This is an optimization exercise on Yosys and OpenROAD, whose aim is small area and a short achievable clock period, not a production implementation. Where RTL was checked, it was by simulation tests only, not by an equivalence proof against the original. Power is estimated from default activity; no workload was simulated.

==> flow/design.v <==
package block_relay_pkg;
	typedef enum logic [1:0] {
		SEQ_IDLE,
		SEQ_FILL,
		SEQ_DRAIN,
		SEQ_CLOSE
	} seq_state_e;
	typedef enum logic [1:0] {
		TX_IDLE,
		TX_START,
		TX_DATA,
		TX_STOP
	} tx_state_e;
	typedef struct packed {
		logic        cyc;
		logic        stb;
		logic        we;
		logic [1:0]  adr;
		logic [15:0] dat;
	} wb_req_t;
	typedef struct packed {
		logic        ack;
		logic [15:0] dat;
	} wb_rsp_t;
	typedef struct packed {
		logic        vld;
		logic [15:0] data;
	} sample_t;
endpackage
module block_relay (
	input  logic        clk,
	input  logic        rst_n,
	input  logic        wb_cyc,
	input  logic        wb_stb,
	input  logic        wb_we,
	input  logic [1:0]  wb_adr,
	input  logic [15:0] wb_dat_i,
	output logic        wb_ack,
	output logic [15:0] wb_dat_o,
	input  logic        in_vld,
	input  logic [15:0] in_data,
	output logic        in_rdy,
	output logic        uart_txd
);
	logic       nrdy_o;    
	logic       act;       
	logic       drn;       
	logic       cls;       
	logic [5:0] cnt;       
	logic [5:0] pos;       
	logic [1:0] baud;      
	logic [3:0] slot;      
	logic       hi;        
	logic       smp_vld;   
	logic       mv;        
	logic       hold;      
	logic       ntxd_q;    
	logic [6:0] len_q;     
	logic       rdy;
	logic       accept;
	logic       first;
	logic       fill_last;
	logic       bit_end;
	logic       turn;
	assign rdy       = !drn && !cls;
	assign accept    = in_vld && rdy;
	assign first     = accept && !act;
	assign fill_last = act ? (cnt == 6'd1) : (len_q == 7'd1);
	assign bit_end   = (baud == 2'd3);
	assign turn      = mv && !smp_vld;
	assign in_rdy   = !nrdy_o;
	assign uart_txd = !ntxd_q;
	function automatic logic need_of(input logic [5:0] p, input logic [3:0] s, input logic h);
		logic       m16;
		logic [3:0] mask;
		m16  = h || s == 4'd7 || s == 4'd8;
		mask = {m16, m16 || s != 4'd15, 2'b11};
		need_of = (~p[3:0] & mask) != 4'd0;
	endfunction
	logic       act_n, drn_n, cls_n, nrdy_o_n, hi_n;
	logic [5:0] cnt_n, pos_n;
	logic [1:0] baud_n;
	logic [3:0] slot_n;
	logic       mv_n;
	always_comb begin
		act_n   = act;
		drn_n   = drn;
		cls_n   = 1'b0;
		nrdy_o_n = nrdy_o;
		cnt_n   = cnt;
		pos_n   = pos;
		baud_n  = baud;
		slot_n  = slot;
		hi_n    = hi;
		if (first) begin
			pos_n = len_q[5:0];
		end
		if (turn && need_of(pos, slot, hi)) begin
			pos_n = pos + 6'd1;
		end
		if (accept) begin
			if (fill_last) begin
				nrdy_o_n = 1'b1;
				act_n   = 1'b0;
				drn_n   = 1'b1;
				cnt_n   = first ? len_q[5:0] : pos;
				slot_n  = 4'd15;
				hi_n    = 1'b0;
				baud_n  = 2'd0;
			end else begin
				act_n = 1'b1;
				cnt_n = first ? 6'(len_q - 7'd1) : cnt - 6'd1;
			end
		end else if (drn) begin
			baud_n = baud + 2'd1;
			case (slot)
				4'd8: begin
					if (bit_end) begin
						if (!hi) begin
							hi_n   = 1'b1;
							slot_n = 4'd15;
						end else begin
							slot_n = 4'd9;
						end
					end
				end
				4'd9: begin
					baud_n = 2'd0;
					if (cnt != 6'd1) begin
						cnt_n  = cnt - 6'd1;
						hi_n   = 1'b0;
						slot_n = 4'd15;
					end else begin
						slot_n = 4'd10;
					end
				end
				4'd10: begin
					drn_n = 1'b0;
					cls_n = 1'b1;
				end
				default: begin
					if (bit_end) begin
						slot_n = slot + 4'd1;
					end
				end
			endcase
		end else if (cls) begin
			nrdy_o_n = 1'b0;
		end
	end
	logic       turn_n;
	logic [5:0] pos_d;
	logic [3:0] slot_d;
	logic       hi_d;
	logic       more;
	always_comb begin
		more   = cnt != 6'd1;
		pos_d  = (turn && need_of(pos, slot, hi)) ? pos + 6'd1 : pos;
		slot_d = slot;
		hi_d   = hi;
		case (slot)
			4'd8: begin
				if (bit_end) begin
					slot_d = hi ? 4'd9 : 4'd15;
					hi_d   = 1'b1;
				end
			end
			4'd9: begin
				slot_d = more ? 4'd15 : 4'd10;
				hi_d   = !more;
			end
			4'd10: begin
				slot_d = slot;
			end
			default: begin
				if (bit_end) begin
					slot_d = slot + 4'd1;
				end
			end
		endcase
		turn_n = drn && slot != 4'd10 && (need_of(pos_d, slot_d, hi_d) || (slot_d == 4'd9 && more));
	end
	assign mv_n = accept || turn_n;
	always_ff @(posedge clk or negedge rst_n) begin
		if (!rst_n) begin
			nrdy_o  <= 1'b0;
			act     <= 1'b0;
			drn     <= 1'b0;
			cls     <= 1'b0;
			cnt     <= '0;
			pos     <= '0;
			baud    <= '0;
			slot    <= '0;
			hi      <= 1'b0;
		end else begin
			nrdy_o  <= nrdy_o_n;
			act     <= act_n;
			drn     <= drn_n;
			cls     <= cls_n;
			cnt     <= cnt_n;
			pos     <= pos_n;
			baud    <= baud_n;
			slot    <= slot_n;
			hi      <= hi_n;
		end
	end
	always_ff @(posedge clk) begin
		smp_vld <= accept;
		mv      <= mv_n;
		hold    <= !mv_n;
	end
	logic [1023:0] ring;
	always_ff @(posedge clk) begin
		if (rdy || mv) begin
			ring[15:0] <= rdy ? in_data : ring[1023:1008];
		end
	end
	always_ff @(posedge clk) begin
		ring[1023:16] <= ({1008{mv}} & ring[1007:0]) | ({1008{hold}} & ring[1023:16]);
	end
	logic [3:0] bidx;
	logic       dbit;
	assign bidx = {hi, slot[2:0]};
	always_comb begin
		if (bidx == 4'd0) begin
			dbit = ring[{pos[5:2], 2'b11, 4'd0}];
		end else if (!bidx[3]) begin
			dbit = ring[{pos[5:3], 3'b111, bidx}];
		end else begin
			dbit = ring[{pos[5:4], 4'b1111, bidx}];
		end
	end
	always_ff @(posedge clk or negedge rst_n) begin
		if (!rst_n) begin
			ntxd_q <= 1'b0;
		end else if (drn && baud == 2'd0) begin
			ntxd_q <= slot == 4'd15 || (!slot[3] && !dbit);
		end
	end
	logic        req;
	logic        take;
	logic        req_q;    
	logic        ack_q;
	logic [14:0] blk_cnt;
	logic [14:0] blk_nxt;
	logic        busy_nxt;
	logic [6:0]  len_clamped;
	logic [15:0] dat_q;
	assign req  = wb_cyc && wb_stb;
	assign take = req && !req_q;
	always_ff @(posedge clk or negedge rst_n) begin
		if (!rst_n) begin
			req_q <= 1'b0;
			ack_q <= 1'b0;
		end else begin
			req_q <= req;
			ack_q <= take;
		end
	end
	always_comb begin
		if (wb_dat_i == 16'd0) begin
			len_clamped = 7'd1;
		end else if (wb_dat_i > 16'(64)) begin
			len_clamped = 7'(64);
		end else begin
			len_clamped = wb_dat_i[6:0];
		end
	end
	always_ff @(posedge clk or negedge rst_n) begin
		if (!rst_n) begin
			len_q <= 7'(10);
		end else if (take && wb_we && wb_adr == 2'd0) begin
			len_q <= len_clamped;
		end
	end
	assign blk_nxt = cls ? blk_cnt + 15'd1 : blk_cnt;
	always_ff @(posedge clk or negedge rst_n) begin
		if (!rst_n) begin
			blk_cnt <= '0;
		end else begin
			blk_cnt <= blk_nxt;
		end
	end
	assign busy_nxt = !(cls || (rdy && !act && !in_vld));
	always_ff @(posedge clk) begin
		case (wb_adr)
			2'd0:    dat_q <= 16'(wb_we ? len_clamped : len_q);
			2'd1:    dat_q <= {blk_nxt, busy_nxt};
			default: dat_q <= 16'h0000;
		endcase
	end
	assign wb_ack   = ack_q;
	assign wb_dat_o = dat_q;
endmodule
clock: 10.0 ns
lec_check: 0
cap_margin: 20
core_margin: 2
core_utilization: 60
slew_margin: 20
standard.sh (not shown) runs the stock make flow with config.mk's settings and CLKGATE_MAP_FILE= SYNTH_SCRIPT=/design/flow/synth_recipe.tcl, a recipe that flattens the netlist after the stock synthesis.
==> flow/flow/run.sh <==
#!/bin/bash
# Standard layout (standard.sh: the standard flow's synthesis, floorplan, power grid, place,
# CTS, route), with these changes to how it is made:
#  - ports are buffered with buf_2 cells, which repair can resize,
#  - clock tree: larger sink clusters and no dummy loads.
set -euo pipefail
MARGIN=$(cat flow/margin.txt)
bash standard.sh \
  "SETUP_SLACK_MARGIN=${MARGIN}" \
  "BUFFER_PORTS_ARGS=-buffer_cell sky130_fd_sc_hd__buf_2" \
  "CTS_ARGS=-sink_clustering_enable -repair_clock_nets -sink_clustering_size 25 -sink_clustering_max_diameter 60 -dont_use_dummy_load" \
  finish > orfs_make.log 2>&1
==> flow/flow/margin.txt <==
7
The starting point completed with no timing, DRC or antenna violations.
Change:
--- a/flow/design.v
+++ b/flow/design.v
@@ -53,8 +53,9 @@
 	logic       hi;        
 	logic       smp_vld;   
 	logic       mv;        
 	logic       hold;      
+	logic       txd_h;     
 	logic       ntxd_q;    
 	logic [6:0] len_q;     
 	logic       rdy;
 	logic       accept;
@@ -76,18 +77,17 @@
 		m16  = h || s == 4'd7 || s == 4'd8;
 		mask = {m16, m16 || s != 4'd15, 2'b11};
 		need_of = (~p[3:0] & mask) != 4'd0;
 	endfunction
-	logic       act_n, drn_n, cls_n, nrdy_o_n, hi_n;
+	logic       act_n, drn_n, cls_n, hi_n;
 	logic [5:0] cnt_n, pos_n;
 	logic [1:0] baud_n;
 	logic [3:0] slot_n;
 	logic       mv_n;
 	always_comb begin
 		act_n   = act;
 		drn_n   = drn;
 		cls_n   = 1'b0;
-		nrdy_o_n = nrdy_o;
 		cnt_n   = cnt;
 		pos_n   = pos;
 		baud_n  = baud;
 		slot_n  = slot;
@@ -99,9 +99,8 @@
 			pos_n = pos + 6'd1;
 		end
 		if (accept) begin
 			if (fill_last) begin
-				nrdy_o_n = 1'b1;
 				act_n   = 1'b0;
 				drn_n   = 1'b1;
 				cnt_n   = first ? len_q[5:0] : pos;
 				slot_n  = 4'd15;
@@ -143,10 +142,8 @@
 						slot_n = slot + 4'd1;
 					end
 				end
 			endcase
-		end else if (cls) begin
-			nrdy_o_n = 1'b0;
 		end
 	end
 	logic       turn_n;
 	logic [5:0] pos_d;
@@ -192,9 +189,9 @@
 			baud    <= '0;
 			slot    <= '0;
 			hi      <= 1'b0;
 		end else begin
-			nrdy_o  <= nrdy_o_n;
+			nrdy_o  <= drn_n || cls_n;
 			act     <= act_n;
 			drn     <= drn_n;
 			cls     <= cls_n;
 			cnt     <= cnt_n;
@@ -229,13 +226,17 @@
 		end else begin
 			dbit = ring[{pos[5:4], 4'b1111, bidx}];
 		end
 	end
-	always_ff @(posedge clk or negedge rst_n) begin
-		if (!rst_n) begin
+	logic txd_n;
+	assign txd_n = (drn && baud == 2'd0) ? (slot != 4'd15 && (slot[3] || dbit)) : txd_h;
+	always_ff @(posedge clk or negedge rst_n) begin
+		if (!rst_n) begin
+			txd_h  <= 1'b1;
 			ntxd_q <= 1'b0;
-		end else if (drn && baud == 2'd0) begin
-			ntxd_q <= slot == 4'd15 || (!slot[3] && !dbit);
+		end else begin
+			txd_h  <= txd_n;
+			ntxd_q <= !txd_n;
 		end
 	end
 	logic        req;
 	logic        take;
Outcome: Total power shrinks by well over a third; worst hold slack hardly moves; final cell count hardly moves; maximum frequency decreases slightly; routed wire length rises slightly; cell area grows slightly; die area is about the same; clock skew falls by 0.014 ns; critical path depth stays the same; worst setup slack gets worse by 0.054 ns; synthesized cell count increases slightly; sequential power came out lower by a quarter to a third.
Function not checked in the first run of this note: the RTL went through the layout flow alone.

-- afterwards: timing with drivers on the ports --
No port has a modelled driver above. Below, the same layouts with a new extraction and two added sets of constraints.
Step 1 sets driving cells, clkbuf_16 on the clock port and buf_2 on the other inputs (assumed; they add their load-dependent delay and slew).
Step 2 times the ports against the registers' clock, not the clock port: input delays grow and output delays shrink by t, the midpoint of the rising clock arrivals with the driver on.
a / b / c = ideal ports / drivers / drivers and shift; a / b = the first two.
run | t, ns | setup WS [ns] | hold slack, ns
the first run | 0.661 | 6.811 / 6.747 / 6.289 | 0.415 / 0.415 / 0.415
the second run | 0.665 | 6.757 / 6.692 / 6.261 | 0.418 / 0.418 / 0.418
After both steps every run listed still meets setup and hold. The setup slack of the first run, which loses most, moves by -0.064 ns with the drivers and by -0.522 ns with both steps.
